Context: an optimization exercise on an open-source flow, tuned for small area, a short achievable clock period and few clock cycles. The choices shown serve that exercise and are no tape-out recipe.
In this exercise RTL edits were held to simulation tests only and were not proved equivalent to the original.

### flow/run.sh
#!/bin/bash
# synth_recipe.tcl (not shown) runs the flow's synth.tcl, then flattens the netlist and writes it again
# the make line also repeats each setting of config.mk as NAME=value (left out here)
make -C /OpenROAD-flow-scripts/flow DESIGN_CONFIG=/design/flow/config.mk WORK_HOME=/design/flow/orfs CLKGATE_MAP_FILE= SYNTH_SCRIPT=/design/flow/synth_recipe.tcl finish
### flow/config.mk
export PLATFORM = sky130hd
export DESIGN_NAME = matmul_top
export DESIGN_NICKNAME = matmul_top
export VERILOG_FILES = /design/flow/design.v
export SDC_FILE = /design/flow/constraint.sdc
export NUM_CORES = 4
export LEC_CHECK = 0
export CAP_MARGIN = 20
export CORE_MARGIN = 2
export CORE_UTILIZATION = 40
export SLEW_MARGIN = 20
### flow/constraint.sdc
create_clock -name core_clock -period 7.0 [get_ports {clk_i}]
set_input_delay 1.4000 -clock core_clock [delete_from_list [all_inputs] [get_ports {clk_i}]]
set_output_delay 1.4000 -clock core_clock [all_outputs]
set_load 0.01 [all_outputs]
### flow/design.v
`timescale 1ns/10ps
module stream_fifo
#(
  parameter int unsigned DEPTH = 2
) (
  input  logic     clk_i,
  input  logic     rst_n_i,
  input  logic     push_i,
  input  logic [(4 * 16)-1:0] data_i,
  input  logic     pop_i,
  output logic [(4 * 16)-1:0] data_o,
  output logic     empty_o
);
  localparam int unsigned PTR_W = $clog2(DEPTH);
  localparam int unsigned CNT_W = $clog2(DEPTH + 1);
  logic [(4 * 16)-1:0] mem [DEPTH];
  logic [PTR_W-1:0] wr_ptr_q;
  logic [PTR_W-1:0] rd_ptr_q;
  logic [CNT_W-1:0] count_q;
  logic do_pop;
  assign do_pop  = pop_i & ~empty_o;
  assign empty_o = (count_q == '0);
  assign data_o  = mem[rd_ptr_q];
  always_ff @(posedge clk_i) begin
    if (push_i) begin
      mem[wr_ptr_q] <= data_i;
    end
  end
  always_ff @(posedge clk_i or negedge rst_n_i) begin
    if (!rst_n_i) begin
      wr_ptr_q <= '0;
      rd_ptr_q <= '0;
      count_q  <= '0;
    end else begin
      if (push_i) begin
        wr_ptr_q <= wr_ptr_q + PTR_W'(1);
      end
      if (do_pop) begin
        rd_ptr_q <= rd_ptr_q + PTR_W'(1);
      end
      if (push_i && !do_pop) begin
        count_q <= count_q + CNT_W'(1);
      end else if (!push_i && do_pop) begin
        count_q <= count_q - CNT_W'(1);
      end
    end
  end
endmodule
`timescale 1ns/10ps
module x_buffer
(
  input  logic                  clk_i,
  input  logic                  rst_n_i,
  input  logic                  load_i,
  input  logic                  shift_i,
  input  logic [(4 * 16)-1:0] data_i,
  output logic [16-1:0] x_elem_o
);
  logic [(4 * 16)-1:0] buf_q;
  assign x_elem_o = buf_q[16-1:0];
  always_ff @(posedge clk_i or negedge rst_n_i) begin
    if (!rst_n_i) begin
      buf_q <= '0;
    end else if (load_i) begin
      buf_q <= data_i;
    end else if (shift_i) begin
      buf_q <= buf_q >> 16;
    end
  end
endmodule
`timescale 1ns/10ps
module mac_lanes
(
  input  logic                  clk_i,
  input  logic                  rst_n_i,
  input  logic                  load_i,
  input  logic                  acc_en_i,
  input  logic [(4 * 16)-1:0] bias_i,
  input  logic [16-1:0] x_elem_i,
  input  logic [(4 * 16)-1:0] w_row_i,
  output logic [(4 * 16)-1:0] z_o
);
  logic [(4 * 16)-1:0] acc_q;
  logic [(4 * 16)-1:0] acc_sum;
  logic [4-1:0][16-1:0] prod;
  always_comb begin
    for (int j = 0; j < 4; j++) begin
      prod[j] = x_elem_i * w_row_i[j*16 +: 16];
      acc_sum[j*16 +: 16] = acc_q[j*16 +: 16] + prod[j];
    end
  end
  always_ff @(posedge clk_i or negedge rst_n_i) begin
    if (!rst_n_i) begin
      acc_q <= '0;
    end else if (load_i) begin
      acc_q <= bias_i;
    end else if (acc_en_i) begin
      acc_q <= acc_sum;
    end
  end
  assign z_o = acc_q;
endmodule
`timescale 1ns/10ps
module job_scheduler (
  input  logic                  clk_i,
  input  logic                  rst_n_i,
  input  logic                  x_empty_i,
  input  logic                  y_empty_i,
  input  logic                  w_empty_i,
  output logic                  load_o,
  output logic                  w_pop_o,
  output logic                  z_valid_o,
  output logic                  busy_o,
  output logic [2-1:0] step_o
);
  localparam logic [1:0] ST_IDLE = 2'd0;
  localparam logic [1:0] ST_ACC  = 2'd1;
  localparam logic [1:0] ST_DONE = 2'd2;
  logic [1:0] state_q;
  logic [1:0] state_d;
  logic [2-1:0] step_q;
  logic [2-1:0] step_d;
  logic last_step;
  assign last_step = (step_q == 2'(4 - 1));
  assign load_o    = (state_q == ST_IDLE) & ~x_empty_i & ~y_empty_i;
  assign w_pop_o   = (state_q == ST_ACC) & ~w_empty_i;
  assign z_valid_o = (state_q == ST_DONE);
  assign busy_o    = (state_q != ST_IDLE) | load_o;
  assign step_o    = step_q;
  always_comb begin
    state_d = state_q;
    step_d  = step_q;
    case (state_q)
      ST_IDLE: begin
        if (load_o) begin
          state_d = ST_ACC;
          step_d  = '0;
        end
      end
      ST_ACC: begin
        if (w_pop_o) begin
          step_d = step_q + 2'(1);
          if (last_step) begin
            state_d = ST_DONE;
          end
        end
      end
      ST_DONE: begin
        state_d = ST_IDLE;
      end
      default: begin
        state_d = ST_IDLE;
      end
    endcase
  end
  always_ff @(posedge clk_i or negedge rst_n_i) begin
    if (!rst_n_i) begin
      state_q <= ST_IDLE;
      step_q  <= '0;
    end else begin
      state_q <= state_d;
      step_q  <= step_d;
    end
  end
endmodule
`timescale 1ns/10ps
module lockstep_checker (
  input  logic                  clk_i,
  input  logic                  rst_n_i,
  input  logic                  a_load_i,
  input  logic                  a_w_pop_i,
  input  logic                  a_z_valid_i,
  input  logic                  a_busy_i,
  input  logic [2-1:0] a_step_i,
  input  logic                  b_load_i,
  input  logic                  b_w_pop_i,
  input  logic                  b_z_valid_i,
  input  logic                  b_busy_i,
  input  logic [2-1:0] b_step_i,
  output logic                  fault_o
);
  logic mismatch;
  logic fault_q;
  assign mismatch = (a_load_i != b_load_i) | (a_w_pop_i != b_w_pop_i) |
                    (a_z_valid_i != b_z_valid_i) | (a_busy_i != b_busy_i) |
                    (a_step_i != b_step_i);
  always_ff @(posedge clk_i or negedge rst_n_i) begin
    if (!rst_n_i) begin
      fault_q <= 1'b0;
    end else if (mismatch) begin
      fault_q <= 1'b1;
    end
  end
  assign fault_o = fault_q;
endmodule
`timescale 1ns/10ps
module matmul_top
(
  input  logic     clk_i,
  input  logic     rst_n_i,
  input  logic     x_valid_i,
  input  logic [(4 * 16)-1:0] x_data_i,
  input  logic     w_valid_i,
  input  logic [(4 * 16)-1:0] w_data_i,
  input  logic     y_valid_i,
  input  logic [(4 * 16)-1:0] y_data_i,
  output logic     z_valid_o,
  output logic [(4 * 16)-1:0] z_data_o,
  output logic     busy_o,
  output logic     fault_o
);
  logic [(4 * 16)-1:0] x_head;
  logic [(4 * 16)-1:0] w_head;
  logic [(4 * 16)-1:0] y_head;
  logic x_empty;
  logic w_empty;
  logic y_empty;
  logic [16-1:0] x_elem;
  logic load;
  logic w_pop;
  logic [2-1:0] step;
  logic b_load;
  logic b_w_pop;
  logic b_z_valid;
  logic b_busy;
  logic [2-1:0] b_step;
  stream_fifo #(.DEPTH(2)) i_x_fifo (
    .clk_i   (clk_i),
    .rst_n_i (rst_n_i),
    .push_i  (x_valid_i),
    .data_i  (x_data_i),
    .pop_i   (load),
    .data_o  (x_head),
    .empty_o (x_empty)
  );
  stream_fifo #(.DEPTH(8)) i_w_fifo (
    .clk_i   (clk_i),
    .rst_n_i (rst_n_i),
    .push_i  (w_valid_i),
    .data_i  (w_data_i),
    .pop_i   (w_pop),
    .data_o  (w_head),
    .empty_o (w_empty)
  );
  stream_fifo #(.DEPTH(2)) i_y_fifo (
    .clk_i   (clk_i),
    .rst_n_i (rst_n_i),
    .push_i  (y_valid_i),
    .data_i  (y_data_i),
    .pop_i   (load),
    .data_o  (y_head),
    .empty_o (y_empty)
  );
  x_buffer i_x_buffer (
    .clk_i    (clk_i),
    .rst_n_i  (rst_n_i),
    .load_i   (load),
    .shift_i  (w_pop),
    .data_i   (x_head),
    .x_elem_o (x_elem)
  );
  mac_lanes i_mac_lanes (
    .clk_i    (clk_i),
    .rst_n_i  (rst_n_i),
    .load_i   (load),
    .acc_en_i (w_pop),
    .bias_i   (y_head),
    .x_elem_i (x_elem),
    .w_row_i  (w_head),
    .z_o      (z_data_o)
  );
  job_scheduler i_scheduler_0 (
    .clk_i     (clk_i),
    .rst_n_i   (rst_n_i),
    .x_empty_i (x_empty),
    .y_empty_i (y_empty),
    .w_empty_i (w_empty),
    .load_o    (load),
    .w_pop_o   (w_pop),
    .z_valid_o (z_valid_o),
    .busy_o    (busy_o),
    .step_o    (step)
  );
  job_scheduler i_scheduler_1 (
    .clk_i     (clk_i),
    .rst_n_i   (rst_n_i),
    .x_empty_i (x_empty),
    .y_empty_i (y_empty),
    .w_empty_i (w_empty),
    .load_o    (b_load),
    .w_pop_o   (b_w_pop),
    .z_valid_o (b_z_valid),
    .busy_o    (b_busy),
    .step_o    (b_step)
  );
  lockstep_checker i_checker (
    .clk_i       (clk_i),
    .rst_n_i     (rst_n_i),
    .a_load_i    (load),
    .a_w_pop_i   (w_pop),
    .a_z_valid_i (z_valid_o),
    .a_busy_i    (busy_o),
    .a_step_i    (step),
    .b_load_i    (b_load),
    .b_w_pop_i   (b_w_pop),
    .b_z_valid_i (b_z_valid),
    .b_busy_i    (b_busy),
    .b_step_i    (b_step),
    .fault_o     (fault_o)
  );
endmodule
==> flow_metrics.py <==
metrics = {
    "status": {
        "run_status": "timing/DRC/antenna clean",
    },
    "floorplan": {
        "design.die.area_um2": 136000,
        "number_of_core_rows": 133,
        "core_area_um2": 131000,
        "initial_utilization_pct": 40.3,
        "ios": 264,
        "die_height_um": 368,
        "die_w_um": 368,
    },
    "run": {
        "max_cap_viol_count": 0,
    },
    "grt": {
        "grtUsageTotal_pct": 19.6,
        "grt_pass1_vias": 32900,
        "grt_overflow": 0,
        "grt_first_pass_wirelength_um": 200000,
        "grt_antenna_before_repair": 18,
        "grt_start_max_net_pins": 129,
    },
    "synthesis": {
        "post_synth_edffs": 768,
        "yosys.area.top_type_share_pct": 43.5,
        "yosys.cell_types.count": 69,
        "yosys-top-cells-area": "sky130_fd_sc_hd__edfxtp_1 (43%), sky130_fd_sc_hd__fa_1 (14%), sky130_fd_sc_hd__dfrtp_1 (7.3%)",
        "synth_cells": 3965,
        "netlist.top_cell.by_area": "sky130_fd_sc_hd__edfxtp_1",
        "synth.yosys.warnings": 6,
        "postSynth.asyncResetShare_pct": 16.8,
        "yosys_most_used_dff": "sky130_fd_sc_hd__edfxtp_1",
        "mappedNetlistArea_um2": 53000,
        "synth-seq-area-share_pct": 50.8,
        "ys_ff_latch": 923,
        "synthesis.nets": 4756,
        "synth.avg_cell_area_um2": 13.4,
    },
    "setup_path": {
        "critical-path-max-stage-delay_ps": 550,
        "critPathCaptureType": "register",
        "worstPathBufferInverterCount": 6,
        "timing.reg2reg.worst_path_depth": 24,
        "timing.critical_path.cells": "buf_12, buf_12, mux2i_1, a22o_1, a221oi_2, buf_6, and2_1, fa_1, inv_1, fa_1, fa_1, inv_1, fa_1, inv_1, fa_1, fa_1, xnor2_1, xnor2_1, xnor2_1, xnor2_1, xnor2_1, xnor3_1, xnor3_1, a21oi_1",
        "worst-setup-path-type": "reg2reg",
        "cp_data_required_time_ps": 7640,
        "most_prevalent_standard_cell_on_the_critical_path": "sky130_fd_sc_hd__fa_1",
        "timing.critical_path.depth": 24,
        "worst_path_top_cell_family_by_delay": "adder cells",
        "critical_path.max_fanout": 24,
        "crit_arrival_ps": 7320,
        "crit_path_top_delay_cell": "sky130_fd_sc_hd__dfrtp_4",
        "start_kind": "register",
    },
    "worst_hold_path": {
        "worstHoldPathCells": 1,
        "holdCritPathClass": "reg2reg",
    },
    "place": {
        "post-dp-hpwl_um": 92000,
        "gpl.final_weighted_congestion": 0.822,
        "placement.io_buffers": 263,
    },
    "detailed_routing": {
        "routed_wirelength_um": 130000,
        "ant_nets": 0,
        "drt-pass1-iter-count": 7,
        "remaining_drc_errors": 0,
        "vias": 30900,
        "drtIter0Drc": 1992,
        "route.detailed.vias_per_inst": 5.06,
        "post_dr_wirelength_cell_um": 21.3,
    },
    "cells_and_area": {
        "fin_util_pct": 46.5,
        "multi_input_area_um2": 22700,
        "final_nets": 5054,
        "final_layout_size_suffix_gt1_share_pct": 9.35,
        "register_area_um2": 27000,
        "areaGrowthSynthToFinish_pct": 15.4,
        "fillers": 11800,
    },
    "sta": {
        "drv_slew": 0,
        "grt_setup_unrepaired": "no",
        "report.final.setup_viol": 0,
        "final-hold-violation-count": 0,
        "fmaxAchievable_ghz": 0.150,
        "fin_tns_setup_ps": 0,
        "final_min_period_over_clock_period_pct": 95.5,
        "slew_headroom_pct": 28.1,
        "layout_min_cycle_time_ps": 6690,
        "fin_skew_ps": 41.6,
        "tightestPinTransition_ps": 1080,
    },
    "clock_tree": {
        "cts.sink_count": 923,
        "cts_root_buffer": "sky130_fd_sc_hd__clkbuf_16",
        "clock_tree.htree_level_count": 3,
        "tritoncts": "done",
        "cts-buffers-inserted": 98,
        "postCtsSetupRepairBufs": 0,
        "ctsLongestPathBuffers": 3,
        "clk_latency_ps": 730,
        "clk_pin_slew_ps": 60,
    },
}
cell usage after synthesis (all sizes together) (44+ instances only):
library cell	count
mux2i	206
mux4	85
dfrtp	155
xnor2	126
nor2	77
nand2	403
a21oi	56
edfxtp	768
a221o	44
fa	377
and2	150
nor2b	111
inv	647
clkbuf	141
ha	217
worst register-to-register path, stage by stage (launching register included):
cell and delay [ps]:
sky130_fd_sc_hd__dfrtp_4 550, sky130_fd_sc_hd__buf_12 200, sky130_fd_sc_hd__buf_12 220, sky130_fd_sc_hd__mux2i_1 130
sky130_fd_sc_hd__a22o_1 270, sky130_fd_sc_hd__a221oi_2 250, sky130_fd_sc_hd__buf_6 240, sky130_fd_sc_hd__and2_1 180
sky130_fd_sc_hd__fa_1 430, sky130_fd_sc_hd__inv_1 100, sky130_fd_sc_hd__fa_1 440, sky130_fd_sc_hd__fa_1 530
sky130_fd_sc_hd__inv_1 60, sky130_fd_sc_hd__fa_1 530, sky130_fd_sc_hd__inv_1 50, sky130_fd_sc_hd__fa_1 450
sky130_fd_sc_hd__fa_1 390, sky130_fd_sc_hd__xnor2_1 190, sky130_fd_sc_hd__xnor2_1 150, sky130_fd_sc_hd__xnor2_1 150
sky130_fd_sc_hd__xnor2_1 160, sky130_fd_sc_hd__xnor2_1 140, sky130_fd_sc_hd__xnor3_1 250, sky130_fd_sc_hd__xnor3_1 370
sky130_fd_sc_hd__a21oi_1 160
placed cells by master (no fill, tap or decap), types with 107 or more instances in the layout:
master,n
sky130_fd_sc_hd__and2_1,148
sky130_fd_sc_hd__clkdlybuf4s50_1,262
sky130_fd_sc_hd__dfrtp_1,142
sky130_fd_sc_hd__edfxtp_1,768
sky130_fd_sc_hd__fa_1,377
sky130_fd_sc_hd__ha_1,217
sky130_fd_sc_hd__inv_1,646
sky130_fd_sc_hd__mux2i_1,206
sky130_fd_sc_hd__nand2_1,402
sky130_fd_sc_hd__nor2b_1,107
sky130_fd_sc_hd__xnor2_1,125
final cells by class:
cell class,instances,area share [%]
clock buffer,126,4.29
tap,1755,3.59
inverter,648,3.98
antenna,5,0.0204
multi-input combinational,2210,37.2
timing repair buffer,382,6.03
sequential,923,44.1
clock inverter,53,0.847
layer usage:
layer	share of wire [%]	up-vias	global-route usage, %	wire, µm
li1	-	14000	-	-
met1	41	16000	24.8	54000
met2	51	640	34.3	67000
met3	4.6	193	3.35	5950
met4	2.5	8	5.57	3290
met5	0.041	-	0	54
timing repair:
item | in CTS | in global routing
resized for setup | 0 | 3
endpoints found under the hold margin | 0 | 0
setup endpoints to repair | 0 | 2
hold buffers | 0 | 0
flip-flops by register name (all words and copies together), names as in the netlist:
name,count
i_checker.fault_q,1
i_mac_lanes.acc_q,64
i_scheduler_0.state_q,2
i_scheduler_0.step_q,2
i_scheduler_1.state_q,2
i_scheduler_1.step_q,2
i_w_fifo.count_q,4
i_w_fifo.mem,512
i_w_fifo.rd_ptr_q,3
i_w_fifo.wr_ptr_q,3
i_x_buffer.buf_q,64
i_x_fifo.count_q,2
i_x_fifo.mem,128
i_x_fifo.rd_ptr_q,1
i_x_fifo.wr_ptr_q,1
i_y_fifo.count_q,2
i_y_fifo.mem,128
i_y_fifo.rd_ptr_q,1
i_y_fifo.wr_ptr_q,1
per-stage QoR:
stage	cells	setup slack (ps)	area (µm²)	hold WS (ps)
after floorplan	3965	395	53000	450
after global placement	5918	351	58000	463
after detailed placement	5918	258	58000	462
after CTS	6097	243	61200	479
after global routing	6101	3.12	61200	502
final	6102	312	61200	476
worst paths after layout:
check	from	slack [ps]	to
max	i_w_fifo.rd_ptr_q[1]	310	i_mac_lanes.acc_q[63]
min	i_checker.fault_q	480	i_checker.fault_q
max reg2reg	i_w_fifo.rd_ptr_q[1]	310	i_mac_lanes.acc_q[63]
min reg2reg	i_checker.fault_q	480	i_checker.fault_q
max in group asynchronous	rst_n_i	5120	i_x_fifo.rd_ptr_q
min in group asynchronous	rst_n_i	580	i_mac_lanes.acc_q[35]
logic make-up after synthesis:
| kind of cell | count (synthesis) | synth area share [%] |
|---|---|---|
| AO/OA/AOI/OAI | 314 | 4.51 |
| AND/OR/NAND/NOR | 802 | 7.18 |
| XOR/XNOR | 171 | 3.11 |
| adder cells (fa/ha/maj) | 594 | 19.4 |
| buffers and inverters | 832 | 6.54 |
| flip-flops | 923 | 50.8 |
| multiplexers | 329 | 8.50 |
Testbench counts, summed over its fixed seeds: cycles 3,080.

-- port drivers added, routing unchanged --
How much do the figures lean on ideal ports? The routed layout below was timed once more, with nothing changed but the port constraints. Step 1 sets driving cells, clkbuf_16 on the clock port and buf_2 on the other inputs (assumed; they add their load-dependent delay and slew). Step 2, shift: input delay + t, output delay - t, t = (earliest + latest rising clock arrival at the registers) / 2. This alone moves slack from input paths to output paths. Three values: ideal, step 1, step 2; two values: the first two.
t, ns: 0.788
setup WS [ns]: 0.312 / 0.312 / 0.312
worst data-port slew with drivers (ns): 0.14
After both steps setup and hold are still met in this run. For this run, drivers alone change the setup slack by 0.000 ns; drivers and shift together by 0.000 ns.
